Context: an optimization exercise on an open-source flow, tuned for small area. The choices shown serve that exercise and are no tape-out recipe. RTL that was checked went through simulation tests only; none was proved equivalent to the original. No activity file was given, so power comes from the tool's default toggle rates.

## run E
==> flow/design.v (excerpt) <==
module mas_prog_loader #(
  parameter int unsigned       DATA_W   = 16,
  parameter int unsigned       ADDR_W   = 8,
  parameter logic [3:0]        END_OP   = 4'hF,
  parameter logic [DATA_W-1:0] NOP_WORD = '0
) (
  input  logic              clk,
  input  logic              rstz,
  input  logic              pg,
  input  logic              pg_valid,
  input  logic [DATA_W-1:0] pg_instr,
  output logic              pg_ready,
  input  logic              fetch_en,
  input  logic [ADDR_W-1:0] fetch_addr,
  output logic [DATA_W-1:0] fetch_instr,
  output logic              fetch_valid,
  output logic [ADDR_W:0]   prog_len,
  output logic              prog_done,
  output logic              prog_err
);
  localparam int unsigned DEPTH = 2 ** ADDR_W;
  logic              load_q;
  logic              done_q;
  logic              err_q;
  logic              pg_q;
  logic [ADDR_W-1:0] wr_ptr_q;
  logic [ADDR_W:0]   prog_len_q;
  logic [DATA_W-1:0] fetch_instr_q;
  logic              fetch_valid_q;
  logic [DATA_W-1:0] mem_q [DEPTH];
  logic              accept;
  logic              is_end;
  logic              last_slot;
  logic              start;
  logic              finish;
  logic [ADDR_W:0]   wr_inc;
  logic              in_prog;
  logic [DEPTH-1:0]  wrow;
  logic [DEPTH-1:0]  rrow;
  logic [DATA_W-1:0] rd_data;
  assign accept    = load_q && pg && pg_valid;
  assign is_end    = (pg_instr[DATA_W-1 -: 4] == END_OP);
  assign last_slot = &wr_ptr_q;
  assign start     = pg && !load_q && (!(done_q || err_q) || !pg_q);
  ...
Size: about 6700 cells after synthesis, roughly 4100 flip-flops.
export LEC_CHECK = 0
export CAP_MARGIN = 20
export CORE_MARGIN = 2
export CORE_UTILIZATION = 35
export CTS_BUF_LIST = sky130_fd_sc_hd__clkbuf_16
export CTS_CLUSTER_DIAMETER = 80
export CTS_CLUSTER_SIZE = 30
export PLACE_DENSITY = 0.45
export SLEW_MARGIN = 20
export SYNTH_HIERARCHICAL = 1
create_clock -name core_clock -period 7.0 [get_ports {clk}]
run.sh (not shown) runs the stock make flow with config.mk's settings and CLKGATE_MAP_FILE= SYNTH_SCRIPT=/design/flow/synth_recipe.tcl, a recipe that flattens the netlist after the stock synthesis.
Run E ended with every stage complete and zero timing, DRC or antenna violations.
What run D does differently from run E at the input level:
Settings: CTS_CLUSTER_DIAMETER: 80 -> 60; CTS_BUF_LIST: sky130_fd_sc_hd__clkbuf_16 -> sky130_fd_sc_hd__clkbuf_8; CTS_CLUSTER_SIZE: 30 -> 18.
--- outcome ---
Compared with run E, in run D power picked up an extra 3.7%; top achievable clock speed dropped 2.1%; first-pass GRT wire length has increased; wire length +0.86%.
Final area deteriorates in run D relative to run E.
Diff run E and run D: share of post-route cells with drive strength above 1 lower in run E

---

Another version of the RTL of mas_prog_loader (not shown whole).
Size in the first run: ~7600 cells after synthesis, ~4100 flip-flops, about 58 I/O pins, roughly 140000 sq um of cells after synthesis.
==> flow/design.v (excerpt) <==
module mas_prog_loader #(
  parameter int unsigned       DATA_W   = 16,
  parameter int unsigned       ADDR_W   = 8,
  parameter logic [3:0]        END_OP   = 4'hF,
  parameter logic [DATA_W-1:0] NOP_WORD = '0
) (
  input  logic              clk,
  input  logic              rstz,
  input  logic              pg,
  input  logic              pg_valid,
  input  logic [DATA_W-1:0] pg_instr,
  output logic              pg_ready,
  input  logic              fetch_en,
  input  logic [ADDR_W-1:0] fetch_addr,
  output logic [DATA_W-1:0] fetch_instr,
  output logic              fetch_valid,
  output logic [ADDR_W:0]   prog_len,
  output logic              prog_done,
  output logic              prog_err
);
clock: 7.0 ns
lec_check: 0
cap_margin: 5
core_margin: 2
core_utilization: 35
cts_buf_list: sky130_fd_sc_hd__clkbuf_16
cts_cluster_diameter: 80
cts_cluster_size: 30
place_density: 0.45
slew_margin: 5
synth_hierarchical: 1
Then changed:
Settings changed: CAP_MARGIN 5 to 20, SLEW_MARGIN 5 to 20.
Result: Routed wire length barely changes. Final cell count hardly moves. Design area hardly moves. Global-route usage is about the same. Total power stays flat. Die area stays the same. Non-clock buffer count came out higher by 6. Synthesized cell count stays the same. Flip-flop and latch count stays the same.
Then changed:
==> flow/flow/run.sh (new file) <==
#!/bin/bash
# Standard layout, with clock tree synthesis told not to add dummy loads.
set -e
export CTS_ARGS="-sink_clustering_enable -repair_clock_nets -dont_use_dummy_load -buf_list sky130_fd_sc_hd__clkbuf_16 -sink_clustering_size 30 -sink_clustering_max_diameter 80"
bash standard.sh > standard.log 2>&1
==> flow/standard.sh (new file) <==
#!/bin/bash
# synth_recipe.tcl (not shown) runs the flow's synth.tcl, then flattens the netlist and writes it again
# the make line also repeats each setting of config.mk as NAME=value (left out here)
make -C /OpenROAD-flow-scripts/flow DESIGN_CONFIG=/design/flow/config.mk WORK_HOME=/design/flow/orfs CLKGATE_MAP_FILE= SYNTH_SCRIPT=/design/flow/synth_recipe.tcl "${@:-finish}"
Settings changed: CORE_UTILIZATION 35 to 55, PLACE_DENSITY 0.45 to 0.65.
removed: flow/run.sh
Count of clock-buffer cells in the layout is lower by 18.
Die area is lower by 36%.
Sequential share of layout area is higher by 2.2 points.
Register-to-register slack degrades by 750 ps.
Clock power is lower by 17%.
First-iteration DRC count is higher by 38%.
Synthesized area does not change.
Cell area is lower by 2.8%.
Non-clock buffer count is lower by 7.
Then changed:
==> flow/run.sh (new file) <==
#!/bin/bash
# synth_recipe.tcl (not shown) runs the flow's synth.tcl, then flattens the netlist and writes it again
# the make line also repeats each setting of config.mk as NAME=value (left out here)
make -C /OpenROAD-flow-scripts/flow DESIGN_CONFIG=/design/flow/config.mk WORK_HOME=/design/flow/orfs CLKGATE_MAP_FILE= SYNTH_SCRIPT=/design/flow/synth_recipe.tcl finish
Settings changed: CORE_UTILIZATION 55 to 70, GPL_TIMING_DRIVEN set to 0, PLACE_DENSITY 0.65 to 0.8.
removed: flow/flow/run.sh
removed: flow/standard.sh
With this change the flow reached the layout checks and failed them: negative setup slack; via count fell slightly; clock power stays flat; combinational power rose slightly; worst hold slack gets worse by 98 ps; cell count fell by a little under a tenth; total power fell slightly; final area fell slightly; critical path depth rose by 2; flip-flop and latch count is unchanged; worst setup slack gets worse by 860 ps.
No functional check of the RTL was part of any run of this note.

-- separate check: timing with driven ports --
Ports are ideal in the flow. The routed layouts listed here were re-timed in OpenROAD. Step 1: set_driving_cell puts a clkbuf_16 on clk and a buf_2 on each other input, an assumption about the parent block. Step 2 adds t to the input delays and takes it off the output delays; t is the mean of the earliest and latest rising clock arrival at the registers after step 1. Input paths then give back, and output paths get back, about the clock's delay inside the block. a / b / c = ideal / step 1 / step 2; a / b = the first two.
run	shift t [ns]	setup WS [ns]	worst setup path after step 2
run E	1.063	0.698 / 0.698 / -0.094	input to register
run D	1.229	0.565 / 0.565 / -0.229	input to register
the first run of note 2	1.043	0.607 / 0.686 / -0.357	input to register
the second run of note 2	1.044	0.944 / 1.026 / -0.018	input to register
the third run of note 2	0.973	0.670 / 0.738 / -0.234	input to register
the fourth run of note 2	0.954	-0.194 / -0.129 / -1.082	input to register
With both steps, setup timing fails in 5 of these runs, where it was met with ideal ports. The setup slack of the first run of note 2, which loses most, moves by +0.079 ns with the drivers and by -0.964 ns with both steps.
